Context: an optimization exercise on an open-source flow, tuned for small area. The choices shown serve that exercise and are no tape-out recipe. At most, simulation tests tie the RTL to the original design; equivalence was not proved. Only the layout flow was run in runs 2 and 3; the RTL was not checked for function there. Power is estimated from default activity; no workload was simulated.

--- flow/design.v ---
module pixel_compositor (
    input  logic        Clk,
    input  logic        Reset,
    input  logic        frame_start,
    input  logic        de,
    input  logic [9:0]  DrawX,
    input  logic [9:0]  DrawY,
    input  logic [9:0]  X,
    input  logic [9:0]  Y,
    input  logic [9:0]  size,
    input  logic [7:0]  x_vec,
    input  logic [7:0]  y_vec,
    input  logic        map_en,
    input  logic        wall_on,
    input  logic [11:0] wall_color,
    input  logic [11:0] memdata,
    output logic [3:0]  Red,
    output logic [3:0]  Green,
    output logic [3:0]  Blue,
    output logic        out_valid,
    output logic        dots_ready
);
    logic [9:0] x_lat, y_lat, s_lat;
    logic [7:0] xv_lat, yv_lat;
    logic       par_ok;
    logic [9:0] x_dot, y_dot;
    logic [7:0] xv_dot, yv_dot;
    logic       dot_ok;
    logic [3:0] cnt;
    logic       rdy;
    always_ff @(posedge Clk) begin
        if (frame_start) begin
            x_lat <= X; y_lat <= Y; s_lat <= size; xv_lat <= x_vec; yv_lat <= y_vec;
        end
        if (cnt == 4'd10 && !frame_start) begin
            x_dot <= x_lat; y_dot <= y_lat; xv_dot <= xv_lat; yv_dot <= yv_lat;
        end
    end
    always_ff @(posedge Clk) begin
        if (Reset) begin
            cnt <= '0; rdy <= 1'b0; par_ok <= 1'b0; dot_ok <= 1'b0;
        end else if (frame_start) begin
            cnt <= 4'd1; rdy <= 1'b0; par_ok <= 1'b1;
        end else if (cnt == 4'd10) begin
            cnt <= '0; rdy <= 1'b1; dot_ok <= 1'b1;
        end else if (cnt != 4'd0) begin
            cnt <= cnt + 4'd1;
        end
    end
    logic [8:0] hx, hy;
    logic       dot_hit;
    dot_axis u_dx (.d(DrawX[7:0]), .p(x_dot), .a(xv_dot), .hit(hx));
    dot_axis u_dy (.d(DrawY[7:0]), .p(y_dot), .a(yv_dot), .hit(hy));
        assign dot_hit = dot_ok ? |(hx & hy) : (DrawX[7:0] == 8'd0 && DrawY[7:0] == 8'd0);
    logic signed [10:0] ddx, ddy;
    logic               player_hit;
    sub4 u_sx (.d(DrawX[7:0]), .p(x_lat), .r(ddx));
    sub4 u_sy (.d(DrawY[7:0]), .p(y_lat), .r(ddy));
    logic disc_in;
    disc_le u_disc (.dx(ddx), .dy(ddy), .s(s_lat), .le(disc_in));
        assign player_hit = par_ok && disc_in;
    logic above, below, in_map;
    logic signed [9:0] col_w;
    assign col_w = $signed({1'b0, DrawY[9:1]}) - 10'sd120;
    assign above = col_w[9] && !memdata[7] && (memdata[6:0] <= ~col_w[6:0]);
    assign below = !col_w[9] && ({2'b0, memdata[7:0]} < ({1'b0, col_w[8:0]} + {9'd0, DrawY[0]}));
    assign in_map = map_en && (DrawX <= 10'd160) && (DrawY <= 10'd120);
    logic [11:0] rgb1, rgb2;
    logic        v1, v2;
    logic [11:0] col;
    always_comb begin
        if (in_map) begin
            if (dot_hit)         col = 12'hFFF;
            else if (player_hit) col = 12'hF70;
            else if (wall_on)    col = wall_color;
            else                 col = 12'h004;
        end else begin
            if (above)           col = 12'h337;
            else if (below)      col = 12'h733;
            else                 col = {3{memdata[11:8]}};
        end
    end
    always_ff @(posedge Clk) begin
        if (Reset) begin
            rgb1 <= '0; v1 <= 1'b0; rgb2 <= '0; v2 <= 1'b0;
        end else begin
            rgb1 <= de ? col : 12'h000;
            v1   <= de;
            rgb2 <= rgb1;
            v2   <= v1;
        end
    end
    assign {Red, Green, Blue} = rgb2;
    assign out_valid  = v2;
    assign dots_ready = rdy;
endmodule
module disc_le (input logic [10:0] dx, input logic [10:0] dy, input logic [9:0] s, output logic le);
    wire n0 = ~(dx[0] & dx[1]);
    wire n1 = ~(dx[0] & dx[2]);
    wire n2 = ~(dx[0] & dx[3]);
    wire n3 = ~(dx[0] & dx[4]);
    wire n4 = ~(dx[0] & dx[5]);
    wire n5 = ~(dx[0] & dx[6]);
    wire n6 = ~(dx[0] & dx[7]);
    wire n7 = ~(dx[0] & dx[8]);
    wire n8 = ~(dx[0] & dx[9]);
    wire n9 = ~(dx[0] & dx[10]);
    wire n10 = ~(dx[1] & dx[2]);
    wire n11 = ~(dx[1] & dx[3]);
    wire n12 = ~(dx[1] & dx[4]);
    wire n13 = ~(dx[1] & dx[5]);
    wire n14 = ~(dx[1] & dx[6]);
    wire n15 = ~(dx[1] & dx[7]);
    wire n16 = ~(dx[1] & dx[8]);
    wire n17 = ~(dx[1] & dx[9]);
    wire n18 = ~(dx[1] & dx[10]);
    wire n19 = ~(dx[2] & dx[3]);
    wire n20 = ~(dx[2] & dx[4]);
    wire n21 = ~(dx[2] & dx[5]);
    wire n22 = ~(dx[2] & dx[6]);
    wire n23 = ~(dx[2] & dx[7]);
    wire n24 = ~(dx[2] & dx[8]);
    wire n25 = ~(dx[2] & dx[9]);
    wire n26 = ~(dx[2] & dx[10]);
    wire n27 = ~(dx[3] & dx[4]);
    wire n28 = ~(dx[3] & dx[5]);
    wire n29 = ~(dx[3] & dx[6]);
    wire n30 = ~(dx[3] & dx[7]);
    wire n31 = ~(dx[3] & dx[8]);
    wire n32 = ~(dx[3] & dx[9]);
    wire n33 = ~(dx[3] & dx[10]);
    wire n34 = ~(dx[4] & dx[5]);
    wire n35 = ~(dx[4] & dx[6]);
    wire n36 = ~(dx[4] & dx[7]);
    wire n37 = ~(dx[4] & dx[8]);
    wire n38 = ~(dx[4] & dx[9]);
    wire n39 = ~(dx[4] & dx[10]);
    wire n40 = ~(dx[5] & dx[6]);
    wire n41 = ~(dx[5] & dx[7]);
    wire n42 = ~(dx[5] & dx[8]);
    wire n43 = ~(dx[5] & dx[9]);
    wire n44 = ~(dx[5] & dx[10]);
    wire n45 = ~(dx[6] & dx[7]);
    wire n46 = ~(dx[6] & dx[8]);
    wire n47 = ~(dx[6] & dx[9]);
    wire n48 = ~(dx[6] & dx[10]);
    wire n49 = ~(dx[7] & dx[8]);
    wire n50 = ~(dx[7] & dx[9]);
    wire n51 = ~(dx[7] & dx[10]);
    wire n52 = ~(dx[8] & dx[9]);
    wire n53 = ~(dx[8] & dx[10]);
    wire n54 = ~(dx[9] & dx[10]);
    wire n55 = ~(dy[0] & dy[1]);
    wire n56 = ~(dy[0] & dy[2]);
    wire n57 = ~(dy[0] & dy[3]);
    wire n58 = ~(dy[0] & dy[4]);
    wire n59 = ~(dy[0] & dy[5]);
    wire n60 = ~(dy[0] & dy[6]);
    wire n61 = ~(dy[0] & dy[7]);
    wire n62 = ~(dy[0] & dy[8]);
    wire n63 = ~(dy[0] & dy[9]);
    wire n64 = ~(dy[0] & dy[10]);
    wire n65 = ~(dy[1] & dy[2]);
    wire n66 = ~(dy[1] & dy[3]);
    wire n67 = ~(dy[1] & dy[4]);
    wire n68 = ~(dy[1] & dy[5]);
    wire n69 = ~(dy[1] & dy[6]);
    wire n70 = ~(dy[1] & dy[7]);
    wire n71 = ~(dy[1] & dy[8]);
    wire n72 = ~(dy[1] & dy[9]);
    wire n73 = ~(dy[1] & dy[10]);
    wire n74 = ~(dy[2] & dy[3]);
    wire n75 = ~(dy[2] & dy[4]);
    wire n76 = ~(dy[2] & dy[5]);
    wire n77 = ~(dy[2] & dy[6]);
    wire n78 = ~(dy[2] & dy[7]);
    wire n79 = ~(dy[2] & dy[8]);
    wire n80 = ~(dy[2] & dy[9]);
    wire n81 = ~(dy[2] & dy[10]);
    wire n82 = ~(dy[3] & dy[4]);
    wire n83 = ~(dy[3] & dy[5]);
    wire n84 = ~(dy[3] & dy[6]);
    wire n85 = ~(dy[3] & dy[7]);
    wire n86 = ~(dy[3] & dy[8]);
    wire n87 = ~(dy[3] & dy[9]);
    wire n88 = ~(dy[3] & dy[10]);
    wire n89 = ~(dy[4] & dy[5]);
    wire n90 = ~(dy[4] & dy[6]);
    wire n91 = ~(dy[4] & dy[7]);
    wire n92 = ~(dy[4] & dy[8]);
    wire n93 = ~(dy[4] & dy[9]);
    wire n94 = ~(dy[4] & dy[10]);
    wire n95 = ~(dy[5] & dy[6]);
    wire n96 = ~(dy[5] & dy[7]);
    wire n97 = ~(dy[5] & dy[8]);
    wire n98 = ~(dy[5] & dy[9]);
    wire n99 = ~(dy[5] & dy[10]);
    wire n100 = ~(dy[6] & dy[7]);
    wire n101 = ~(dy[6] & dy[8]);
    wire n102 = ~(dy[6] & dy[9]);
    wire n103 = ~(dy[6] & dy[10]);
    wire n104 = ~(dy[7] & dy[8]);
    wire n105 = ~(dy[7] & dy[9]);
    wire n106 = ~(dy[7] & dy[10]);
    wire n107 = ~(dy[8] & dy[9]);
    wire n108 = ~(dy[8] & dy[10]);
    wire n109 = ~(dy[9] & dy[10]);
    wire n110 = ~(s[0] & s[1]);
    wire n111 = ~(s[0] & s[2]);
    wire n112 = ~(s[0] & s[3]);
    wire n113 = ~(s[0] & s[4]);
    wire n114 = ~(s[0] & s[5]);
    wire n115 = ~(s[0] & s[6]);
    wire n116 = ~(s[0] & s[7]);
    wire n117 = ~(s[0] & s[8]);
    wire n118 = ~(s[0] & s[9]);
    wire n119 = ~(s[1] & s[2]);
    wire n120 = ~(s[1] & s[3]);
    wire n121 = ~(s[1] & s[4]);
    wire n122 = ~(s[1] & s[5]);
    wire n123 = ~(s[1] & s[6]);
    wire n124 = ~(s[1] & s[7]);
    wire n125 = ~(s[1] & s[8]);
    wire n126 = ~(s[1] & s[9]);
    wire n127 = ~(s[2] & s[3]);
    wire n128 = ~(s[2] & s[4]);
    wire n129 = ~(s[2] & s[5]);
    wire n130 = ~(s[2] & s[6]);
    wire n131 = ~(s[2] & s[7]);
    wire n132 = ~(s[2] & s[8]);
    wire n133 = ~(s[2] & s[9]);
    wire n134 = ~(s[3] & s[4]);
    wire n135 = ~(s[3] & s[5]);
    wire n136 = ~(s[3] & s[6]);
    wire n137 = ~(s[3] & s[7]);
    wire n138 = ~(s[3] & s[8]);
    wire n139 = ~(s[3] & s[9]);
    wire n140 = ~(s[4] & s[5]);
    wire n141 = ~(s[4] & s[6]);
    wire n142 = ~(s[4] & s[7]);
    wire n143 = ~(s[4] & s[8]);
    wire n144 = ~(s[4] & s[9]);
    wire n145 = ~(s[5] & s[6]);
    wire n146 = ~(s[5] & s[7]);
    wire n147 = ~(s[5] & s[8]);
    wire n148 = ~(s[5] & s[9]);
    wire n149 = ~(s[6] & s[7]);
    wire n150 = ~(s[6] & s[8]);
    wire n151 = ~(s[6] & s[9]);
    wire n152 = ~(s[7] & s[8]);
    wire n153 = ~(s[7] & s[9]);
    wire n154 = ~(s[8] & s[9]);
    wire n155, n156;
    fa_cell u_n155 (.a(dx[4]), .b(dy[4]), .c(n116), .s(n155), .co(n156));
    wire n157, n158;
    ha_cell u_n157 (.a(n123), .b(n129), .s(n157), .co(n158));
    wire n159, n160;
    fa_cell u_n159 (.a(n117), .b(n124), .c(n130), .s(n159), .co(n160));
    wire n161, n162;
    fa_cell u_n161 (.a(dx[5]), .b(dy[5]), .c(n118), .s(n161), .co(n162));
    wire n163, n164;
    fa_cell u_n163 (.a(n125), .b(n131), .c(n136), .s(n163), .co(n164));
    wire n165, n166;
    fa_cell u_n165 (.a(n8), .b(n16), .c(n23), .s(n165), .co(n166));
    wire n167, n168;
    ha_cell u_n167 (.a(n140), .b(1'b1), .s(n167), .co(n168));
    wire n169, n170;
    fa_cell u_n169 (.a(n9), .b(n64), .c(n126), .s(n169), .co(n170));
    wire n171, n172;
    fa_cell u_n171 (.a(n132), .b(n137), .c(n141), .s(n171), .co(n172));
    wire n173 = n17 ^ n24;
    wire n174 = ~(n17 | n24);
    wire n175, n176;
    fa_cell u_n175 (.a(dx[6]), .b(n18), .c(dy[6]), .s(n175), .co(n176));
    wire n177, n178;
    fa_cell u_n177 (.a(n73), .b(n133), .c(n138), .s(n177), .co(n178));
    wire n179, n180;
    fa_cell u_n179 (.a(n142), .b(n145), .c(1'b1), .s(n179), .co(n180));
    wire n181, n182;
    fa_cell u_n181 (.a(n25), .b(n31), .c(n36), .s(n181), .co(n182));
    wire n183, n184;
    fa_cell u_n183 (.a(n26), .b(n81), .c(n139), .s(n183), .co(n184));
    wire n185, n186;
    fa_cell u_n185 (.a(dx[7]), .b(n33), .c(dy[7]), .s(n185), .co(n186));
    wire n187, n188;
    ha_cell u_n187 (.a(dx[2]), .b(dy[2]), .s(n187), .co(n188));
    wire n189, n190;
    fa_cell u_n189 (.a(dx[3]), .b(dy[3]), .c(n114), .s(n189), .co(n190));
    wire n191, n192;
    fa_cell u_n191 (.a(n121), .b(n127), .c(1'b1), .s(n191), .co(n192));
    wire n193, n194;
    fa_cell u_n193 (.a(n115), .b(n122), .c(n128), .s(n193), .co(n194));
    wire n195 = n5 ^ n13;
    wire n196 = ~(n5 | n13);
    wire n197, n198;
    fa_cell u_n197 (.a(n155), .b(n157), .c(n134), .s(n197), .co(n198));
    wire n199, n200;
    fa_cell u_n199 (.a(n6), .b(n14), .c(n21), .s(n199), .co(n200));
    wire n201, n202;
    fa_cell u_n201 (.a(n27), .b(n61), .c(n69), .s(n201), .co(n202));
    wire n203, n204;
    fa_cell u_n203 (.a(n156), .b(n158), .c(n159), .s(n203), .co(n204));
    wire n205, n206;
    fa_cell u_n205 (.a(n7), .b(n15), .c(n22), .s(n205), .co(n206));
    wire n207, n208;
    fa_cell u_n207 (.a(n28), .b(n62), .c(n70), .s(n207), .co(n208));
    wire n209, n210;
    ha_cell u_n209 (.a(n135), .b(1'b1), .s(n209), .co(n210));
    wire n211, n212;
    fa_cell u_n211 (.a(n160), .b(n161), .c(n163), .s(n211), .co(n212));
    wire n213, n214;
    fa_cell u_n213 (.a(n165), .b(n29), .c(n34), .s(n213), .co(n214));
    wire n215, n216;
    fa_cell u_n215 (.a(n63), .b(n71), .c(n78), .s(n215), .co(n216));
    wire n217, n218;
    fa_cell u_n217 (.a(n84), .b(n89), .c(s[5]), .s(n217), .co(n218));
    wire n219, n220;
    fa_cell u_n219 (.a(n162), .b(n164), .c(n168), .s(n219), .co(n220));
    wire n221, n222;
    fa_cell u_n221 (.a(n169), .b(n171), .c(n173), .s(n221), .co(n222));
    wire n223, n224;
    fa_cell u_n223 (.a(n166), .b(n30), .c(n35), .s(n223), .co(n224));
    wire n225, n226;
    fa_cell u_n225 (.a(n72), .b(n79), .c(n85), .s(n225), .co(n226));
    wire n227, n228;
    fa_cell u_n227 (.a(n170), .b(n172), .c(n174), .s(n227), .co(n228));
    wire n229, n230;
    fa_cell u_n229 (.a(n175), .b(n177), .c(n179), .s(n229), .co(n230));
    wire n231, n232;
    fa_cell u_n231 (.a(n181), .b(n40), .c(n80), .s(n231), .co(n232));
    wire n233, n234;
    fa_cell u_n233 (.a(n86), .b(n91), .c(n95), .s(n233), .co(n234));
    wire n235, n236;
    fa_cell u_n235 (.a(n176), .b(n178), .c(n180), .s(n235), .co(n236));
    wire n237, n238;
    fa_cell u_n237 (.a(n183), .b(n143), .c(n146), .s(n237), .co(n238));
    wire n239, n240;
    fa_cell u_n239 (.a(n182), .b(n32), .c(n37), .s(n239), .co(n240));
    wire n241, n242;
    fa_cell u_n241 (.a(n41), .b(n87), .c(n92), .s(n241), .co(n242));
    wire n243, n244;
    fa_cell u_n243 (.a(n184), .b(n185), .c(n88), .s(n243), .co(n244));
    wire n245, n246;
    fa_cell u_n245 (.a(n144), .b(n147), .c(n149), .s(n245), .co(n246));
    wire n247, n248;
    fa_cell u_n247 (.a(n38), .b(n42), .c(n45), .s(n247), .co(n248));
    wire n249, n250;
    fa_cell u_n249 (.a(n93), .b(n97), .c(n100), .s(n249), .co(n250));
    wire n251, n252;
    fa_cell u_n251 (.a(n186), .b(n39), .c(n94), .s(n251), .co(n252));
    wire n253, n254;
    fa_cell u_n253 (.a(n43), .b(n46), .c(n98), .s(n253), .co(n254));
    wire n255, n256;
    fa_cell u_n255 (.a(dx[8]), .b(n44), .c(dy[8]), .s(n255), .co(n256));
    wire n257, n258;
    fa_cell u_n257 (.a(n99), .b(n151), .c(n152), .s(n257), .co(n258));
    wire n259, n260;
    ha_cell u_n259 (.a(dx[1]), .b(dy[1]), .s(n259), .co(n260));
    wire n261, n262;
    fa_cell u_n261 (.a(n187), .b(n112), .c(n119), .s(n261), .co(n262));
    wire n263 = n2 ^ n10;
    wire n264 = ~(n2 | n10);
    wire n265, n266;
    fa_cell u_n265 (.a(n188), .b(n113), .c(n120), .s(n265), .co(n266));
    wire n267, n268;
    fa_cell u_n267 (.a(n3), .b(n11), .c(n58), .s(n267), .co(n268));
    wire n269, n270;
    fa_cell u_n269 (.a(n4), .b(n12), .c(n19), .s(n269), .co(n270));
    wire n271, n272;
    fa_cell u_n271 (.a(n59), .b(n67), .c(n74), .s(n271), .co(n272));
    wire n273, n274;
    ha_cell u_n273 (.a(n189), .b(n191), .s(n273), .co(n274));
    wire n275, n276;
    fa_cell u_n275 (.a(n190), .b(n192), .c(n193), .s(n275), .co(n276));
    wire n277, n278;
    fa_cell u_n277 (.a(n20), .b(n60), .c(n68), .s(n277), .co(n278));
    wire n279 = ~n75;
    wire n280, n281;
    fa_cell u_n280 (.a(n195), .b(1'b1), .c(n279), .s(n280), .co(n281));
    wire n282, n283;
    fa_cell u_n282 (.a(n194), .b(n196), .c(n197), .s(n282), .co(n283));
    wire n284, n285;
    fa_cell u_n284 (.a(n199), .b(n201), .c(n76), .s(n284), .co(n285));
    wire n286 = ~1'b1;
    wire n287, n288;
    fa_cell u_n287 (.a(n82), .b(s[4]), .c(n286), .s(n287), .co(n288));
    wire n289, n290;
    fa_cell u_n289 (.a(n198), .b(n203), .c(n209), .s(n289), .co(n290));
    wire n291, n292;
    fa_cell u_n291 (.a(n200), .b(n202), .c(n205), .s(n291), .co(n292));
    wire n293, n294;
    fa_cell u_n293 (.a(n207), .b(n77), .c(n83), .s(n293), .co(n294));
    wire n295, n296;
    fa_cell u_n295 (.a(n204), .b(n210), .c(n211), .s(n295), .co(n296));
    wire n297, n298;
    fa_cell u_n297 (.a(n206), .b(n208), .c(n213), .s(n297), .co(n298));
    wire n299 = ~n167;
    wire n300, n301;
    fa_cell u_n300 (.a(n215), .b(n217), .c(n299), .s(n300), .co(n301));
    wire n302, n303;
    fa_cell u_n302 (.a(n212), .b(n219), .c(n221), .s(n302), .co(n303));
    wire n304, n305;
    fa_cell u_n304 (.a(n214), .b(n216), .c(n218), .s(n304), .co(n305));
    wire n306, n307;
    fa_cell u_n306 (.a(n223), .b(n225), .c(n90), .s(n306), .co(n307));
    wire n308, n309;
    fa_cell u_n308 (.a(n220), .b(n222), .c(n227), .s(n308), .co(n309));
    wire n310, n311;
    fa_cell u_n310 (.a(n224), .b(n226), .c(n231), .s(n310), .co(n311));
    wire n312 = ~n229;
    wire n313, n314;
    fa_cell u_n313 (.a(n233), .b(s[6]), .c(n312), .s(n313), .co(n314));
    wire n315, n316;
    fa_cell u_n315 (.a(n228), .b(n230), .c(n235), .s(n315), .co(n316));
    wire n317, n318;
    fa_cell u_n317 (.a(n232), .b(n234), .c(n239), .s(n317), .co(n318));
    wire n319 = ~n237;
    wire n320, n321;
    fa_cell u_n320 (.a(n241), .b(n96), .c(n319), .s(n320), .co(n321));
    wire n322, n323;
    fa_cell u_n322 (.a(n236), .b(n238), .c(n243), .s(n322), .co(n323));
    wire n324, n325;
    fa_cell u_n324 (.a(n240), .b(n242), .c(n247), .s(n324), .co(n325));
    wire n326 = ~n245;
    wire n327, n328;
    fa_cell u_n327 (.a(n249), .b(s[7]), .c(n326), .s(n327), .co(n328));
    wire n329, n330;
    fa_cell u_n329 (.a(n244), .b(n246), .c(n251), .s(n329), .co(n330));
    wire n331, n332;
    fa_cell u_n331 (.a(n248), .b(n250), .c(n253), .s(n331), .co(n332));
    wire n333 = ~n101;
    wire n334, n335;
    fa_cell u_n334 (.a(n148), .b(n150), .c(n333), .s(n334), .co(n335));
    wire n336, n337;
    fa_cell u_n336 (.a(n252), .b(n255), .c(n257), .s(n336), .co(n337));
    wire n338, n339;
    fa_cell u_n338 (.a(n254), .b(n47), .c(n49), .s(n338), .co(n339));
    wire n340, n341;
    fa_cell u_n340 (.a(n102), .b(n104), .c(s[8]), .s(n340), .co(n341));
    wire n342, n343;
    fa_cell u_n342 (.a(n256), .b(n258), .c(n48), .s(n342), .co(n343));
    wire n344 = ~n50;
    wire n345, n346;
    fa_cell u_n345 (.a(n103), .b(n153), .c(n344), .s(n345), .co(n346));
    wire n347, n348;
    fa_cell u_n347 (.a(dx[9]), .b(n51), .c(dy[9]), .s(n347), .co(n348));
    wire n349, n350;
    fa_cell u_n349 (.a(n52), .b(n107), .c(s[9]), .s(n349), .co(n350));
    wire n351, n352;
    fa_cell u_n351 (.a(n259), .b(n110), .c(1'b1), .s(n351), .co(n352));
    wire n353, n354;
    fa_cell u_n353 (.a(n260), .b(n111), .c(1'b1), .s(n353), .co(n354));
    wire n355, n356;
    fa_cell u_n355 (.a(n261), .b(n263), .c(1'b1), .s(n355), .co(n356));
    wire n357 = n57 ^ n65;
    wire n358 = ~(n57 | n65);
    wire n359, n360;
    fa_cell u_n359 (.a(n262), .b(n264), .c(n265), .s(n359), .co(n360));
    wire n361 = ~1'b1;
    wire n362, n363;
    fa_cell u_n362 (.a(n267), .b(n66), .c(n361), .s(n362), .co(n363));
    wire n364, n365;
    fa_cell u_n364 (.a(n268), .b(n269), .c(n271), .s(n364), .co(n365));
    wire n366 = ~s[3];
    wire n367, n368;
    fa_cell u_n367 (.a(n266), .b(n273), .c(n366), .s(n367), .co(n368));
    wire n369, n370;
    fa_cell u_n369 (.a(n274), .b(n275), .c(n280), .s(n369), .co(n370));
    wire n371, n372;
    fa_cell u_n371 (.a(n270), .b(n272), .c(n277), .s(n371), .co(n372));
    wire n373, n374;
    fa_cell u_n373 (.a(n276), .b(n281), .c(n282), .s(n373), .co(n374));
    wire n375, n376;
    fa_cell u_n375 (.a(n278), .b(n284), .c(n287), .s(n375), .co(n376));
    wire n377, n378;
    fa_cell u_n377 (.a(n285), .b(n288), .c(n291), .s(n377), .co(n378));
    wire n379 = ~n293;
    wire n380, n381;
    fa_cell u_n380 (.a(n283), .b(n289), .c(n379), .s(n380), .co(n381));
    wire n382, n383;
    fa_cell u_n382 (.a(n292), .b(n294), .c(n297), .s(n382), .co(n383));
    wire n384 = ~n300;
    wire n385, n386;
    fa_cell u_n385 (.a(n290), .b(n295), .c(n384), .s(n385), .co(n386));
    wire n387, n388;
    fa_cell u_n387 (.a(n298), .b(n301), .c(n304), .s(n387), .co(n388));
    wire n389 = ~n306;
    wire n390, n391;
    fa_cell u_n390 (.a(n296), .b(n302), .c(n389), .s(n390), .co(n391));
    wire n392, n393;
    fa_cell u_n392 (.a(n305), .b(n307), .c(n310), .s(n392), .co(n393));
    wire n394 = ~n313;
    wire n395, n396;
    fa_cell u_n395 (.a(n303), .b(n308), .c(n394), .s(n395), .co(n396));
    wire n397, n398;
    fa_cell u_n397 (.a(n311), .b(n314), .c(n317), .s(n397), .co(n398));
    wire n399 = ~n320;
    wire n400, n401;
    fa_cell u_n400 (.a(n309), .b(n315), .c(n399), .s(n400), .co(n401));
    wire n402, n403;
    fa_cell u_n402 (.a(n318), .b(n321), .c(n324), .s(n402), .co(n403));
    wire n404 = ~n327;
    wire n405, n406;
    fa_cell u_n405 (.a(n316), .b(n322), .c(n404), .s(n405), .co(n406));
    wire n407, n408;
    fa_cell u_n407 (.a(n323), .b(n329), .c(n334), .s(n407), .co(n408));
    wire n409, n410;
    fa_cell u_n409 (.a(n325), .b(n328), .c(n331), .s(n409), .co(n410));
    wire n411, n412;
    fa_cell u_n411 (.a(n330), .b(n335), .c(n336), .s(n411), .co(n412));
    wire n413, n414;
    fa_cell u_n413 (.a(n332), .b(n338), .c(n340), .s(n413), .co(n414));
    wire n415, n416;
    fa_cell u_n415 (.a(n337), .b(n342), .c(n345), .s(n415), .co(n416));
    wire n417, n418;
    fa_cell u_n417 (.a(n339), .b(n341), .c(n105), .s(n417), .co(n418));
    wire n419, n420;
    fa_cell u_n419 (.a(n343), .b(n346), .c(n347), .s(n419), .co(n420));
    wire n421 = ~n349;
    wire n422, n423;
    fa_cell u_n422 (.a(n106), .b(n154), .c(n421), .s(n422), .co(n423));
    wire n424, n425;
    fa_cell u_n424 (.a(n348), .b(n53), .c(n108), .s(n424), .co(n425));
    wire n426, n427;
    fa_cell u_n426 (.a(dx[10]), .b(n54), .c(dy[10]), .s(n426), .co(n427));
    wire n428 = n0 ^ n55;
    wire n429 = ~(n0 | n55);
    wire n430 = ~n1;
    wire n431, n432;
    fa_cell u_n431 (.a(n352), .b(n353), .c(n430), .s(n431), .co(n432));
    wire n433, n434;
    fa_cell u_n433 (.a(n354), .b(n355), .c(n357), .s(n433), .co(n434));
    wire n435, n436;
    fa_cell u_n435 (.a(n356), .b(n358), .c(n359), .s(n435), .co(n436));
    wire n437 = ~n363;
    wire n438, n439;
    fa_cell u_n438 (.a(n360), .b(n367), .c(n437), .s(n438), .co(n439));
    wire n440 = ~n365;
    wire n441, n442;
    fa_cell u_n441 (.a(n368), .b(n369), .c(n440), .s(n441), .co(n442));
    wire n443 = ~n372;
    wire n444, n445;
    fa_cell u_n444 (.a(n370), .b(n373), .c(n443), .s(n444), .co(n445));
    wire n446 = ~n376;
    wire n447, n448;
    fa_cell u_n447 (.a(n374), .b(n380), .c(n446), .s(n447), .co(n448));
    wire n449 = ~n378;
    wire n450, n451;
    fa_cell u_n450 (.a(n381), .b(n385), .c(n449), .s(n450), .co(n451));
    wire n452 = ~n383;
    wire n453, n454;
    fa_cell u_n453 (.a(n386), .b(n390), .c(n452), .s(n453), .co(n454));
    wire n455 = ~n388;
    wire n456, n457;
    fa_cell u_n456 (.a(n391), .b(n395), .c(n455), .s(n456), .co(n457));
    wire n458 = ~n393;
    wire n459, n460;
    fa_cell u_n459 (.a(n396), .b(n400), .c(n458), .s(n459), .co(n460));
    wire n461 = ~n398;
    wire n462, n463;
    fa_cell u_n462 (.a(n401), .b(n405), .c(n461), .s(n462), .co(n463));
    wire n464 = ~n403;
    wire n465, n466;
    fa_cell u_n465 (.a(n406), .b(n407), .c(n464), .s(n465), .co(n466));
    wire n467 = ~n410;
    wire n468, n469;
    fa_cell u_n468 (.a(n408), .b(n411), .c(n467), .s(n468), .co(n469));
    wire n470 = ~n414;
    wire n471, n472;
    fa_cell u_n471 (.a(n412), .b(n415), .c(n470), .s(n471), .co(n472));
    wire n473, n474;
    fa_cell u_n473 (.a(n416), .b(n419), .c(n422), .s(n473), .co(n474));
    wire n475, n476;
    fa_cell u_n475 (.a(n420), .b(n423), .c(n424), .s(n475), .co(n476));
    wire n477, n478;
    fa_cell u_n477 (.a(n425), .b(n426), .c(n109), .s(n477), .co(n478));
    wire n479, n480;
    ha_cell u_n479 (.a(dx[0]), .b(dy[0]), .s(n479), .co(n480));
    wire n481, n482;
    ha_cell u_n481 (.a(n428), .b(n351), .s(n481), .co(n482));
    wire n483 = ~n56;
    wire n484, n485;
    fa_cell u_n484 (.a(n429), .b(n431), .c(n483), .s(n484), .co(n485));
    wire n486 = ~s[2];
    wire n487, n488;
    fa_cell u_n487 (.a(n432), .b(n433), .c(n486), .s(n487), .co(n488));
    wire n489 = ~n362;
    wire n490, n491;
    fa_cell u_n490 (.a(n434), .b(n435), .c(n489), .s(n490), .co(n491));
    wire n492 = ~n364;
    wire n493, n494;
    fa_cell u_n493 (.a(n436), .b(n438), .c(n492), .s(n493), .co(n494));
    wire n495 = ~n371;
    wire n496, n497;
    fa_cell u_n496 (.a(n439), .b(n441), .c(n495), .s(n496), .co(n497));
    wire n498 = ~n375;
    wire n499, n500;
    fa_cell u_n499 (.a(n442), .b(n444), .c(n498), .s(n499), .co(n500));
    wire n501 = ~n377;
    wire n502, n503;
    fa_cell u_n502 (.a(n445), .b(n447), .c(n501), .s(n502), .co(n503));
    wire n504 = ~n382;
    wire n505, n506;
    fa_cell u_n505 (.a(n448), .b(n450), .c(n504), .s(n505), .co(n506));
    wire n507 = ~n387;
    wire n508, n509;
    fa_cell u_n508 (.a(n451), .b(n453), .c(n507), .s(n508), .co(n509));
    wire n510 = ~n392;
    wire n511, n512;
    fa_cell u_n511 (.a(n454), .b(n456), .c(n510), .s(n511), .co(n512));
    wire n513 = ~n397;
    wire n514, n515;
    fa_cell u_n514 (.a(n457), .b(n459), .c(n513), .s(n514), .co(n515));
    wire n516 = ~n402;
    wire n517, n518;
    fa_cell u_n517 (.a(n460), .b(n462), .c(n516), .s(n517), .co(n518));
    wire n519 = ~n409;
    wire n520, n521;
    fa_cell u_n520 (.a(n463), .b(n465), .c(n519), .s(n520), .co(n521));
    wire n522 = ~n413;
    wire n523, n524;
    fa_cell u_n523 (.a(n466), .b(n468), .c(n522), .s(n523), .co(n524));
    wire n525 = ~n417;
    wire n526, n527;
    fa_cell u_n526 (.a(n469), .b(n471), .c(n525), .s(n526), .co(n527));
    wire n528 = ~n418;
    wire n529, n530;
    fa_cell u_n529 (.a(n472), .b(n473), .c(n528), .s(n529), .co(n530));
    wire n531 = ~n350;
    wire n532, n533;
    fa_cell u_n532 (.a(n474), .b(n475), .c(n531), .s(n532), .co(n533));
    wire n534, n535;
    fa_cell u_n534 (.a(n476), .b(n477), .c(1'b1), .s(n534), .co(n535));
    wire n536, n537;
    fa_cell u_n536 (.a(n478), .b(n427), .c(1'b1), .s(n536), .co(n537));
    wire n538 = n479 & ~s[0];
    wire n539 = (n480 & 1'b1) | (n480 & n538) | (1'b1 & n538);
    wire n540 = (n481 & ~s[1]) | (n481 & n539) | (~s[1] & n539);
    wire n541 = (n482 & n484) | (n482 & n540) | (n484 & n540);
    wire n542 = (n485 & n487) | (n485 & n541) | (n487 & n541);
    wire n543 = (n488 & n490) | (n488 & n542) | (n490 & n542);
    wire n544 = (n491 & n493) | (n491 & n543) | (n493 & n543);
    wire n545 = (n494 & n496) | (n494 & n544) | (n496 & n544);
    wire n546 = (n497 & n499) | (n497 & n545) | (n499 & n545);
    wire n547 = (n500 & n502) | (n500 & n546) | (n502 & n546);
    wire n548 = (n503 & n505) | (n503 & n547) | (n505 & n547);
    wire n549 = (n506 & n508) | (n506 & n548) | (n508 & n548);
    wire n550 = (n509 & n511) | (n509 & n549) | (n511 & n549);
    wire n551 = (n512 & n514) | (n512 & n550) | (n514 & n550);
    wire n552 = (n515 & n517) | (n515 & n551) | (n517 & n551);
    wire n553 = (n518 & n520) | (n518 & n552) | (n520 & n552);
    wire n554 = (n521 & n523) | (n521 & n553) | (n523 & n553);
    wire n555 = (n524 & n526) | (n524 & n554) | (n526 & n554);
    wire n556 = (n527 & n529) | (n527 & n555) | (n529 & n555);
    wire n557 = (n530 & n532) | (n530 & n556) | (n532 & n556);
    wire n558 = (n533 & n534) | (n533 & n557) | (n534 & n557);
    wire n559 = (n535 & n536) | (n535 & n558) | (n536 & n558);
    wire n560 = (n537 ^ n559);
    assign le = n560;
endmodule
module fa_cell (input logic a, input logic b, input logic c, output logic s, output logic co);
    assign s  = a ^ b ^ c;
    assign co = (a & b) | (a & c) | (b & c);
endmodule
module ha_cell (input logic a, input logic b, output logic s, output logic co);
    assign s  = a ^ b;
    assign co = a & b;
endmodule
module dot_axis (
    input  logic [7:0] d,
    input  logic [9:0] p,
    input  logic [7:0] a,
    output logic [8:0] hit
);
    logic [10:0] m3, m5, m7;
    logic [8:2]  c3;
    logic [9:3]  c5, c7;
    ha_cell h3 (.a(a[1]), .b(a[0]), .s(m3[1]), .co(c3[2]));
    for (genvar i = 2; i <= 7; i++) begin : g3
        fa_cell f (.a(a[i]), .b(a[i-1]), .c(c3[i]), .s(m3[i]), .co(c3[i+1]));
    end
    assign m3[0]     = a[0];
    assign m3[8]     = c3[8];
    assign m3[10:9]  = {2{a[7]}};
    ha_cell h5 (.a(a[2]), .b(a[0]), .s(m5[2]), .co(c5[3]));
    for (genvar i = 3; i <= 8; i++) begin : g5
        fa_cell f (.a(a[(i <= 7) ? i : 7]), .b(a[i-2]), .c(c5[i]), .s(m5[i]), .co(c5[i+1]));
    end
    assign m5[1:0] = a[1:0];
    assign m5[9]   = c5[9];
    assign m5[10]  = a[7];
    ha_cell h7 (.a(m3[2]), .b(a[0]), .s(m7[2]), .co(c7[3]));
    for (genvar i = 3; i <= 8; i++) begin : g7
        fa_cell f (.a(m3[i]), .b(a[i-2]), .c(c7[i]), .s(m7[i]), .co(c7[i+1]));
    end
    assign m7[1:0] = m3[1:0];
    assign m7[9]   = c7[9];
    assign m7[10]  = a[7];
    logic [5:0] h [9];
    logic [1:0] l [9];
    assign h[0] = 6'd0;                         assign l[0] = 2'd0;
    assign h[1] = {{4{a[7]}}, a[6:5]};          assign l[1] = a[4:3];
    assign h[2] = {{3{a[7]}}, a[6:4]};          assign l[2] = a[3:2];
    assign h[3] = m3[10:5];                     assign l[3] = m3[4:3];
    assign h[4] = {{2{a[7]}}, a[6:3]};          assign l[4] = a[2:1];
    assign h[5] = m5[10:5];                     assign l[5] = m5[4:3];
    assign h[6] = m3[9:4];                      assign l[6] = m3[3:2];
    assign h[7] = m7[10:5];                     assign l[7] = m7[4:3];
    assign h[8] = a[7:2];                       assign l[8] = a[1:0];
    logic [8:0] z;
    logic [8:1] cz;
    logic [7:0] nph;
    assign nph = ~p[9:2];
    assign z[0]  = d[0] ^ p[2];
    assign cz[1] = d[0] | nph[0];
    for (genvar i = 1; i <= 7; i++) begin : gz
        fa_cell f (.a(d[i]), .b(nph[i]), .c(cz[i]), .s(z[i]), .co(cz[i+1]));
    end
    assign z[8] = ~cz[8];
    logic       in0, in1;
    logic [5:0] w, wm;
    assign w   = z[5:0];
    assign wm  = w - 6'd1;
    assign in0 = (z[8:5] == 4'b0000) || (z[8:5] == 4'b1111);
    assign in1 = (z[8:5] == 4'b0000) || ((z[8:5] == 4'b1111) && (z[4:0] != 5'd0)) || (z == 9'd32);
    for (genvar k = 0; k < 9; k++) begin : gk
        logic [2:0] sk;
        logic       ak, bk;
        assign sk = {1'b0, l[k]} + {1'b0, p[1:0]};
        assign ak = (sk == 3'd3) || (sk == 3'd4) || (sk == 3'd5);
        assign bk = (sk == 3'd0) || (sk == 3'd1);
        assign hit[k] = (ak && in1 && (h[k] == wm)) || (bk && in0 && (h[k] == w));
    end
endmodule
module sub4 (
    input  logic [7:0]  d,
    input  logic [9:0]  p,
    output logic [10:0] r
);
    logic [10:2] c;
    logic [9:2]  np;
    assign np   = ~p[9:2];
    assign r[0] = p[0];
    assign r[1] = p[1] ^ p[0];
    assign c[2] = ~(p[1] | p[0]);
    for (genvar i = 2; i <= 9; i++) begin : g
        fa_cell f (.a(d[i-2]), .b(np[i]), .c(c[i]), .s(r[i]), .co(c[i+1]));
    end
    assign r[10] = ~c[10];
endmodule
--- flow/flow/run.sh ---
#!/bin/bash
set -e
export BUFFER_PORTS_ARGS="-buffer_cell sky130_fd_sc_hd__buf_1"
bash standard.sh > standard_flow.log 2>&1
--- flow/standard.sh ---
#!/bin/bash
# synth_recipe.tcl (not shown) runs the flow's synth.tcl, then flattens the netlist and writes it again
# the make line also repeats each setting of config.mk as NAME=value (left out here)
make -C /OpenROAD-flow-scripts/flow DESIGN_CONFIG=/design/flow/config.mk WORK_HOME=/design/flow/orfs CLKGATE_MAP_FILE= SYNTH_SCRIPT=/design/flow/synth_recipe.tcl "${@:-finish}"
--- flow/config.mk ---
export PLATFORM = sky130hd
export DESIGN_NAME = pixel_compositor
export DESIGN_NICKNAME = pixel_compositor
export VERILOG_FILES = /design/flow/design.v
export SDC_FILE = /design/flow/constraint.sdc
export NUM_CORES = 4
export LEC_CHECK = 0
export CAP_MARGIN = 20
export CORE_MARGIN = 2
export CORE_UTILIZATION = 40
export SLEW_MARGIN = 20
export SYNTH_HIERARCHICAL = 1
--- flow/constraint.sdc ---
create_clock -name core_clock -period 12.0 [get_ports {Clk}]
set_input_delay 2.4000 -clock core_clock [delete_from_list [all_inputs] [get_ports {Clk}]]
set_output_delay 2.4000 -clock core_clock [all_outputs]
set_load 0.01 [all_outputs]
==> flow_summary.json, run 1 <==
{
  "post_drt_wl_per_cell_um": 18.57,
  "syn-instance-count": 1298,
  "cp_top_family": "adder cells",
  "rsz0062_at_grt": "false",
  "drive_above_1_share": 0.05607,
  "ys_types": 77,
  "hold_depth": 0,
  "fin_crit_ps": 10990,
  "fin_util": 0.4484,
  "p_leak_nw": 5.907,
  "hold_class": "reg -> reg",
  "cp-end-kind": "register",
  "cts_buffers": 17,
  "swShare": 0.4807,
  "grt_pass1_wl_mm": 55.50,
  "netSwitchingPower_w": 0.002037,
  "setup_violations": 0,
  "drt_wl_total_mm": 34.15,
  "synth_area_per_cell_um2": 10.61,
  "synthMuxAreaShare": 0.01408,
  "hold_buffers": 0,
  "critical_path_depth": 29,
  "finalSetupTns_ps": 0,
  "p_clk_frac": 0.116,
  "portBuffers": 109,
  "path_class": "in -> reg",
  "tightest_slew_ps": 928.0,
  "layout_common_cells": "237 x fa_1, 194 x nand2_1, 138 x inv_1",
  "gr-total-overflow": 0,
  "dominantRegCellSynth": "edfxtp_1",
  "relSlewSlack": 0.3806,
  "dr.pass1.iters": 5,
  "synth_fa_ha_area_frac": 0.4035,
  "dieArea_mm2": 0.03593,
  "cts_tree": "done",
  "pwr-share-seq": 0.110,
  "clock_latency_ps": 440,
  "core_mm2": 0.03370,
  "synth_top_area_cell": "fa_1",
  "reg2regPathDepth": 30,
  "critPathBufInv": 3,
  "fp-row-count": 67,
  "ys_top_cells_by_area": "fa_1 34%, edfxtp_1 18%, ha_1 5.8%, nand2_1 5.3%, xnor2_1 5.0%",
  "cp-endpoint": "rgb1[10]$_SDFF_PP0_",
  "synth-compound-area-share": 0.06541,
  "clkTransAtPathRegs_ps": 60,
  "dpl.hpwl_mm": 26.53,
  "rrSetupSlack_ps": 2090,
  "ir_worst_vdd_uv": 586.2,
  "syn2layout_area_growth_pct": 9.730,
  "maxCapViolCount": 0,
  "r2r_end": "rgb1[10]$_SDFF_PP0_",
  "cp_common_cell": "fa_1",
  "post_cts_buffers": 0,
  "combPwrFrac": 0.774,
  "ys_ff_latch": 115,
  "crit_fanout": 11,
  "fill_cells": 3228,
  "vias": 9549,
  "max_freq_ghz": 0.09103,
  "slew_violations": 0,
  "p_int_w": 0.002200,
  "cp.required_ps": 12330,
  "nets": 1775,
  "clkSinkCount": 115,
  "multi_input_area_mm2": 0.009876,
  "cellPowerDensity_mw_per_mm2": 280.3,
  "drcViolationCount": 0,
  "r2r_start": "x_lat[0]$_DFFE_PP_",
  "synth_top_area_share": 0.3445,
  "crit_path_start": "DrawX[0]",
  "finalHoldViolations": 0,
  "cts-resized-gates": 0,
  "yosys.area_share.simple": 0.1446,
  "syn_area_mm2": 0.01377,
  "cp_slowest_stage_delay_ps": 540,
  "clk_path_buf_depth": 2,
  "htreeDepth": 4,
  "track_usage": 0.2012,
  "grt_max_degree": 51,
  "die_y_um": 189.6,
  "critPathArrivalTime_ps": 11320,
  "seq_area_mm2": 0.003123,
  "ioPinCount": 110,
  "start_util": 0.4087,
  "antenna_found_initial": 2,
  "synth_top_family_by_area": "adder cells",
  "die_w_um": 189.6,
  "cp_slowest_cell": "fa_1",
  "insertedDiodeCount": 0,
  "ant_nets": 0,
  "clock_skew_ps": 10.57,
  "via_per_inst": 5.192,
  "grt_pass1_vias": 10140,
  "seq_area_frac_synth": 0.2268,
  "cp-start-kind": "input port",
  "drt_iter0_drc": 463,
  "ys_warn_count": 10,
  "final_common_cell": "fa_1",
  "async_reset_ff_frac": 0,
  "synth_edf_count": 82,
  "period_share": 0.9155,
  "gp_congestion": 0.8694,
  "clockRootBuffer": "clkbuf_16",
  "synthXorXnorAreaFrac": 0.08567,
  "status": "timing/DRC/antenna clean"
}
## flip-flops by register name (all words and copies together) (netlist names), 4 cells and up
name and flops:
xv_dot 8, x_dot 10, x_lat 10, xv_lat 8, rgb1 12, yv_lat 8
rgb2 12, yv_dot 8, cnt 4, y_lat 10, y_dot 10, s_lat 10
## per-stage QoR
step	setup WS, ps	hold WS [ps]	area (um2)	total power (W)	std cells
after floorplan	1228	400.3	13810	0.002974	1308
after global placement	768.7	405.8	14560	0.003569	1807
after detailed placement	618.7	406.6	14560	0.003666	1807
after CTS	1013	420.5	15110	0.004204	1839
after global routing	562.8	424.9	15110	0.004658	1839
final	1014	418.2	15110	0.004236	1839
## Yosys stat by module, one instance, submodules excluded
module            cells  times used
dot_axis            219           2
fa_cell               1         221
sub4                 13           2
disc_le             283           1
pixel_compositor    316           1
ha_cell               1          14
## how the worst min path moves through the flow
stage,start,end,slack (ps)
4_1_cts,yv_lat[3]$_DFFE_PP_,yv_dot[3]$_DFFE_PP_,420
3_3_place_gp,xv_lat[6]$_DFFE_PP_,xv_dot[6]$_DFFE_PP_,410
6_report,yv_lat[3]$_DFFE_PP_,yv_dot[3]$_DFFE_PP_,420
3_5_place_dp,yv_lat[4]$_DFFE_PP_,yv_dot[4]$_DFFE_PP_,410
5_1_grt,yv_lat[3]$_DFFE_PP_,yv_dot[3]$_DFFE_PP_,420
2_1_floorplan,xv_lat[0]$_DFFE_PP_,xv_dot[0]$_DFFE_PP_,400
## final cells by class
| type | instances | area share |
|---|---|---|
| Timing Repair Buffer | 119 | 0.03212 |
| Multi-Input combinational cell | 987 | 0.6535 |
| Clock inverter | 12 | 0.006044 |
| Inverter | 138 | 0.03428 |
| Tap cell | 448 | 0.03709 |
| Clock buffer | 20 | 0.03030 |
| Sequential cell | 115 | 0.2067 |
## cells by family (layout without fill, tap and decap cells)
| kind of cell | after synthesis | in the layout |
|---|---|---|
| buf+inv | 206 | 289 |
| mux | 19 | 19 |
| simple gates | 401 | 401 |
| xor+xnor | 133 | 133 |
| other cells | 2 | 12 |
| fa+ha+maj | 302 | 302 |
| flops | 115 | 115 |
| compound gates | 120 | 120 |
## per-layer routing
layer  GRT usage  part of all wire  vias to the layer above
li1            -                 -                     4418
met1      0.2543              0.41                     4854
met2      0.3516              0.52                      221
met3     0.03025             0.040                       52
met4     0.07156             0.026                        4
met5           0           0.00073                        -
## synthesized netlist by cell type, types with 19 or more instances
master	number
a21oi_1	19
nand3_1	40
edfxtp_1	82
fa_1	237
xnor2_1	78
xor2_1	53
dfxtp_1	33
inv_1	138
clkbuf_1	44
o21ai_0	21
nor2_1	34
nor4_1	23
nor2b_1	23
ha_1	64
nand2_1	194
## power groups by stage
stage	logic [W]	registers [W]	clock network, W
after detailed placement	0.00319	0.000475	0
final	0.00328	0.000466	0.000489
after CTS	0.00324	0.000466	0.000498
after global placement	0.00309	0.000474	0
after global routing	0.00367	0.000468	0.000516
after floorplan	0.00252	0.000459	0
==> run 2: changes to the inputs <==
--- a/flow/design.v
+++ b/flow/design.v
@@ -63,7 +63,7 @@
     logic signed [9:0] col_w;
     assign col_w = $signed({1'b0, DrawY[9:1]}) - 10'sd120;
     assign above = col_w[9] && !memdata[7] && (memdata[6:0] <= ~col_w[6:0]);
-    assign below = !col_w[9] && ({2'b0, memdata[7:0]} < ({1'b0, col_w[8:0]} + {9'd0, DrawY[0]}));
+    assign below = !col_w[9] && ({1'b0, memdata[7:0], 1'b0} < {col_w[8:0], DrawY[0]});
     assign in_map = map_en && (DrawX <= 10'd160) && (DrawY <= 10'd120);
     logic [11:0] rgb1, rgb2;
     logic        v1, v2;
--- a/flow/config.mk
+++ b/flow/config.mk
@@ -8,5 +8,6 @@
 export CAP_MARGIN = 20
 export CORE_MARGIN = 2
 export CORE_UTILIZATION = 40
+export CTS_BUF_LIST = sky130_fd_sc_hd__clkbuf_8
 export SLEW_MARGIN = 20
 export SYNTH_HIERARCHICAL = 1
==> run 2 against run 1 <==
Against the previous run: critical endpoint is now rgb1[2]$_SDFF_PP0_; synthesized area shrank 0.82%; first-iteration DRC count grew 32%; via count fell by 0.75%; sequential power barely moved; sequential cell count is the same; die area is 0.80% lower; largest power group unchanged; critical path depth fell by 1; final cell count shrank 1.4%.
==> flow_summary.json, run 2 <==
{
  "combPwrFrac": 0.791,
  "cts-resized-gates": 0,
  "layout_common_cells": "237 x fa_1, 194 x nand2_1, 136 x inv_1",
  "track_usage": 0.1964,
  "gr-total-overflow": 0,
  "rsz0062_at_grt": "false",
  "cp-end-kind": "register",
  "finalHoldViolations": 0,
  "swShare": 0.4881,
  "top_regs": "rgb1 x12, rgb2 x12",
  "ys_types": 82,
  "cellPowerDensity_mw_per_mm2": 276.4,
  "p_int_w": 0.002102,
  "synth_edf_count": 82,
  "drt_wl_total_mm": 33.17,
  "portBuffers": 109,
  "start_util": 0.4063,
  "fin_crit_ps": 11000,
  "cp-start-kind": "input port",
  "ioPinCount": 110,
  "synthTopCellsByCount": "237 x fa_1, 194 x nand2_1, 136 x inv_1",
  "setup_slack_ps": 998.5,
  "status": "timing/DRC/antenna clean",
  "die_y_um": 188.8,
  "fill_cells": 3199,
  "final_common_cell": "fa_1",
  "dominantRegCellSynth": "edfxtp_1",
  "dpl.hpwl_mm": 25.90,
  "ys_ff_latch": 115,
  "fp-row-count": 67,
  "drt_iter0_drc": 611,
  "place_area_mm2": 0.01441,
  "grt_pass1_vias": 10040,
  "synth_top_area_cell": "fa_1",
  "syn2layout_area_growth_pct": 8.747,
  "pwr-share-seq": 0.113,
  "grt_max_degree": 51,
  "clk_path_buf_depth": 2,
  "grt_pass1_wl_mm": 54.09,
  "clock_latency_ps": 470,
  "synth_area_per_cell_um2": 10.74,
  "dieArea_mm2": 0.03564,
  "async_reset_ff_frac": 0,
  "tightest_slew_ps": 965.8,
  "seq_area_frac_synth": 0.2286,
  "vias": 9477,
  "drive_above_1_share": 0.06227,
  "hold_buffers": 0,
  "cts_tree": "done",
  "dr.pass1.iters": 6,
  "cp.required_ps": 12370,
  "path_class": "in -> reg",
  "post_cts_buffers": 0,
  "drcViolationCount": 0,
  "nets": 1747,
  "hold_class": "reg -> reg",
  "setup_violations": 0,
  "slew_violations": 0,
  "clkTransAtPathRegs_ps": 80,
  "via_per_inst": 5.224,
  "place_inst": 1780,
  "netSwitchingPower_w": 0.002004,
  "p_leak_nw": 5.782,
  "relSlewSlack": 0.3548,
  "period_share": 0.9168,
  "synth.most_common_cell": "fa_1",
  "cts_buffers": 17,
  "ys_warn_count": 10,
  "final_area_mm2": 0.01485,
  "ir_worst_vdd_uv": 396.4,
  "clock_skew_ps": 18.37,
  "maxCapViolCount": 0,
  "ys_top_cells_by_area": "fa_1 35%, edfxtp_1 18%, ha_1 5.7%, nand2_1 5.3%, dfxtp_1 4.8%",
  "core_mm2": 0.03362,
  "dp_slack_ps": 537.7,
  "max_freq_ghz": 0.09090,
  "syn_area_mm2": 0.01366,
  "clockRootBuffer": "clkbuf_8",
  "crit_fanout": 12,
  "fin_hold_ws_ps": 416.2,
  "post_drt_wl_per_cell_um": 18.29,
  "critPathArrivalTime_ps": 11370,
  "gp_congestion": 0.8815,
  "finalSetupTns_ps": 0,
  "clkSinkCount": 115,
  "ant_nets": 0,
  "synth_top_area_share": 0.3473,
  "syn-instance-count": 1272,
  "p_clk_frac": 0.096,
  "antenna_found_initial": 1,
  "htreeDepth": 4,
  "stdcell_count": 1814,
  "die_w_um": 188.8
}
==> run 2: cell types whose count changed in the layout (fill, tap and decap cells not counted), sizes merged, moves of 10 or more <==
cell,change
nor3,+13
xor2,+14
nand3,-10
xnor2,-20
nor4,-13
==> run 2: critical path, cell delays in order <==
cell      delay, ps
buf_1           160
fa_1            460
fa_1            390
fa_1            390
fa_1            400
fa_1            400
fa_1            390
fa_1            410
fa_1            500
buf_4           180
nand2_1         100
fa_1            490
fa_1            520
fa_1            550
inv_1            50
fa_1            460
fa_1            500
fa_1            590
o22ai_1         100
nor3_1          190
o21ai_0         140
a211o_1         340
a22oi_2         260
a2111o_1        140
nand4_1          90
nand2_1         320
o21ai_0         160
a221oi_1        290
==> run 2: power groups by stage <==
stage                     Sequential (W)  Combinational [W]  Clock (W)
after floorplan                 0.000459            0.00253          0
after global placement          0.000474            0.00312          0
after detailed placement        0.000474            0.00320          0
after CTS                       0.000465            0.00324   0.000404
after global routing            0.000468            0.00371   0.000416
final                           0.000465            0.00325   0.000392
==> run 2: path summary, 6_finish.rpt <==
kind,startpoint,end,slack (ps),depth (start not counted)
worst max-delay path,DrawX[0],rgb1[2]$_SDFF_PP0_,1000,28
worst min-delay path,yv_lat[7]$_DFFE_PP_,yv_dot[7]$_DFFE_PP_,420,0
worst max register to register,x_lat[0]$_DFFE_PP_,rgb1[2]$_SDFF_PP0_,2090,29
worst min register to register,yv_lat[7]$_DFFE_PP_,yv_dot[7]$_DFFE_PP_,420,0
==> run 2: cells by family after synthesis <==
family	Yosys count	share of synthesized area
buffers and inverters	204	0.06073
XOR/XNOR	127	0.08528
AO/OA/AOI/OAI	122	0.06998
multiplexers	21	0.01658
other	2	0.0005498
adder cells (fa/ha/maj)	300	0.4050
flip-flops	115	0.2286
AND/OR/NAND/NOR	381	0.1333
==> run 2: Yosys stat by module, one instance, submodules excluded <==
module,cell area (um2),flip-flops and latches
disc_le,1292,0
dot_axis,1665,0
fa_cell,20.02,0
ha_cell,12.51,0
pixel_compositor,4314,115
sub4,61.31,0
==> run 2: final cells by class <==
class / count / area [um2] / share of cell area
clock inverter: 14 / 163.9 / 0.01103
clock buffer: 18 / 247.7 / 0.01668
tap: 448 / 560.5 / 0.03774
antenna: 1 / 2.502 / 0.0001685
inverter: 139 / 521.8 / 0.03512
sequential: 115 / 3123 / 0.2102
timing repair buffer: 116 / 483.0 / 0.03251
multi-input combinational: 963 / 9752 / 0.6565
==> run 2: stage by stage <==
stage / utilization / power (W)
after global routing: 0.4419 / 0.004595
after detailed placement: 0.4287 / 0.003678
after floorplan: - / 0.002988
after global placement: 0.4287 / 0.003598
final: 0.4419 / 0.004105
after CTS: 0.4410 / 0.004110
==> run 2: metal layers <==
layer,vias up,routed length (um),GRT usage
met1,4861,14140,0.2532
met5,-,0,0
met4,0,649,0.06130
met2,240,16760,0.3371
li1,4327,-,-
met3,49,1624,0.03427
==> run 3: changes to the inputs <==
==> flow/flow/run.sh (replaced) <==
#!/bin/bash
set -e
export BUFFER_PORTS_ARGS="-buffer_cell sky130_fd_sc_hd__buf_1"
export CTS_ARGS="-sink_clustering_enable -repair_clock_nets -buf_list sky130_fd_sc_hd__clkbuf_8 -root_buf sky130_fd_sc_hd__clkbuf_8 -sink_clustering_size 30 -sink_clustering_max_diameter 150 -sink_clustering_levels 1"
bash standard.sh > standard_flow.log 2>&1
==> run 3 against run 2 <==
Against the previous run: still clean; die area did not move; final cell count did not move; synthesized area did not move; first-iteration DRC count did not move; worst hold slack did not move; via count did not move; count of clock-buffer cells in the layout did not move; sequential power barely moved; non-clock buffer count did not move; largest power group unchanged; utilization did not move.
==> flow_summary.json, run 3 <==
{
  "synth_top_area_share": 0.3473,
  "via_per_inst": 5.224,
  "core_mm2": 0.03362,
  "clk_path_buf_depth": 2,
  "clock_latency_ps": 470,
  "cp.required_ps": 12370,
  "ioPinCount": 110,
  "syn2layout_area_growth_pct": 8.747,
  "hold-path-endpoint": "yv_dot[7]$_DFFE_PP_",
  "p_leak_nw": 5.782,
  "die_y_um": 188.8,
  "synth.most_common_cell": "fa_1",
  "dominantRegCellSynth": "edfxtp_1",
  "hold_buffers": 0,
  "cp-end-kind": "register",
  "drt_iter0_drc": 611,
  "hp-start": "yv_lat[7]$_DFFE_PP_",
  "gp_congestion": 0.8815,
  "vias": 9477,
  "cellPowerDensity_mw_per_mm2": 276.4,
  "finalSetupTns_ps": 0,
  "hold_depth": 0,
  "final_common_cell": "fa_1",
  "status": "timing/DRC/antenna clean",
  "cp-start-kind": "input port",
  "rsz0062_at_grt": "false",
  "grt_pass1_wl_mm": 54.09,
  "critPathArrivalTime_ps": 11370,
  "portBuffers": 109,
  "fp-row-count": 67,
  "cts_buffers": 17,
  "dpl.hpwl_mm": 25.90,
  "path_class": "in -> reg",
  "drt_wl_total_mm": 33.17,
  "syn-instance-count": 1272,
  "post_drt_wl_per_cell_um": 18.29,
  "drive_above_1_share": 0.06227,
  "cp_common_cell": "fa_1",
  "r2r_start": "x_lat[0]$_DFFE_PP_",
  "max_freq_ghz": 0.09090,
  "htreeDepth": 4,
  "clkTransAtPathRegs_ps": 80,
  "crit_fanout": 12,
  "ys_top_cells_by_area": "fa_1 35%, edfxtp_1 18%, ha_1 5.7%, nand2_1 5.3%, dfxtp_1 4.8%",
  "cts-resized-gates": 0,
  "fin_crit_ps": 11000,
  "cp_slowest_stage_delay_ps": 590,
  "ys_types": 82,
  "relSlewSlack": 0.3548,
  "reg2regPathDepth": 29,
  "synth_area_per_cell_um2": 10.74,
  "ir_worst_vdd_uv": 396.4,
  "setup_violations": 0,
  "cts_tree": "done",
  "grt_pass1_vias": 10040,
  "syn_area_mm2": 0.01366,
  "antenna_found_initial": 1,
  "cp_slowest_cell": "fa_1",
  "ys_warn_count": 10,
  "synthTopCellsByCount": "237 x fa_1, 194 x nand2_1, 136 x inv_1",
  "die_w_um": 188.8,
  "track_usage": 0.1964,
  "seq_area_frac_synth": 0.2286,
  "maxCapViolCount": 0,
  "rrSetupSlack_ps": 2090,
  "top_regs": "rgb1 x12, rgb2 x12",
  "ant_nets": 0,
  "place_area_mm2": 0.01441,
  "setup_slack_ps": 998.5,
  "r2r_end": "rgb1[2]$_SDFF_PP0_",
  "nets": 1747,
  "async_reset_ff_frac": 0,
  "slew_violations": 0,
  "post_cts_buffers": 0,
  "finalHoldViolations": 0,
  "clock_skew_ps": 18.37,
  "gr-total-overflow": 0,
  "drcViolationCount": 0,
  "hold_class": "reg -> reg",
  "dp_slack_ps": 537.7,
  "period_share": 0.9168,
  "clkSinkCount": 115,
  "layout_common_cells": "237 x fa_1, 194 x nand2_1, 136 x inv_1",
  "clockRootBuffer": "clkbuf_8",
  "start_util": 0.4063,
  "synth_edf_count": 82,
  "tightest_slew_ps": 965.8,
  "synth_top_area_cell": "fa_1",
  "final_area_mm2": 0.01485,
  "ys_ff_latch": 115,
  "dieArea_mm2": 0.03564,
  "dr.pass1.iters": 6,
  "grt_max_degree": 51
}
[run 3: how the worst max path moves through the flow]
stage,from,endpoint,cells past startpoint
global placement,DrawX[0],rgb1[2]$_SDFF_PP0_,28
global route,DrawX[0],rgb1[2]$_SDFF_PP0_,28
CTS,DrawX[0],rgb1[2]$_SDFF_PP0_,28
floorplan,DrawX[0],rgb1[6]$_SDFF_PP0_,29
detailed placement,DrawX[0],rgb1[2]$_SDFF_PP0_,28
finish,DrawX[0],rgb1[2]$_SDFF_PP0_,28
[run 3: final cells by class]
type	count	area (um2)
fill	3199	18760
clock inverter	14	163.9
clock buffer	18	247.7
multi-input combinational	963	9752
antenna	1	2.502
timing repair buffer	116	483.0
sequential	115	3123
inverter	139	521.8
tap	448	560.5
[run 3: power by group]
part | internal (W) | total, W | switching [W]
Combinational | 0.00146 | 0.00325 | 0.00179
Clock | 0.000197 | 0.000392 | 0.000196
Sequential | 0.000445 | 0.000465 | 0.0000206
[run 3: metal layers]
layer / GRT usage / vias up / part of all wire
li1: - / 4327 / -
met1: 0.2532 / 4861 / 0.43
met2: 0.3371 / 240 / 0.51
met3: 0.03427 / 49 / 0.049
met4: 0.06130 / 0 / 0.020
met5: 0 / - / 0
[run 3: logic make-up after synthesis]
family,count (synthesis),synth area share
DFF,115,0.2286
adders and majority gates,300,0.4050
other,2,0.0005498
xor gates and xnor gates,127,0.08528
and+or+nand+nor,381,0.1333
buffers and inverters,204,0.06073
muxes,21,0.01658
AOI/OAI and AO/OA,122,0.06998
[run 3: critical path, delay by kind of cell]
kind	cells	cell delay, ps
adder cells (fa/ha/maj)	14	6450
AO/OA/AOI/OAI	7	1430
AND/OR/NAND/NOR	4	700
buffers and inverters	3	390
[run 3: per-stage QoR]
stage / std cells / util / hold slack (ps) / power [W]
floorplan: 1282 / - / 400.3 / 0.002988
detailed placement: 1780 / 0.4287 / 404.5 / 0.003678
CTS: 1812 / 0.4410 / 412.6 / 0.004110
global placement: 1780 / 0.4287 / 403.1 / 0.003598
global route: 1814 / 0.4419 / 428.1 / 0.004595
finish: 1814 / 0.4419 / 416.2 / 0.004105
[run 3: modules after synthesis, one instance, submodules excluded]
module | cell area (um2) | flops+latches
disc_le | 1292 | 0
dot_axis | 1665 | 0
fa_cell | 20.02 | 0
ha_cell | 12.51 | 0
pixel_compositor | 4314 | 115
sub4 | 61.31 | 0

[re-timing with driven ports]
The results above use ideal ports. As a check the final layouts listed here were re-extracted and re-timed, cells and wires unchanged. Step 1 (the two cells are an assumption about what drives the block):
set clk [get_ports {Clk}]
set_driving_cell -lib_cell sky130_fd_sc_hd__clkbuf_16 $clk
set_driving_cell -lib_cell sky130_fd_sc_hd__buf_2 [delete_from_list [all_inputs] $clk]
Step 2 times the ports against the registers' clock, not the clock port: input delays grow and output delays shrink by t, the midpoint of the rising clock arrivals with the driver on. a / b / c = ideal ports / drivers / drivers and shift; a / b = the first two.
run | shift t [ns] | slack for setup (ns) | worst register clock-pin slew, ns
run 1 | 0.483 | 1.014 / 1.035 / 0.551 | 0.07 / 0.07
run 2 | 0.506 | 0.999 / 1.015 / 0.510 | 0.10 / 0.10
run 3 | 0.506 | 0.999 / 1.015 / 0.510 | 0.10 / 0.10
After both steps every run listed still meets setup and hold.
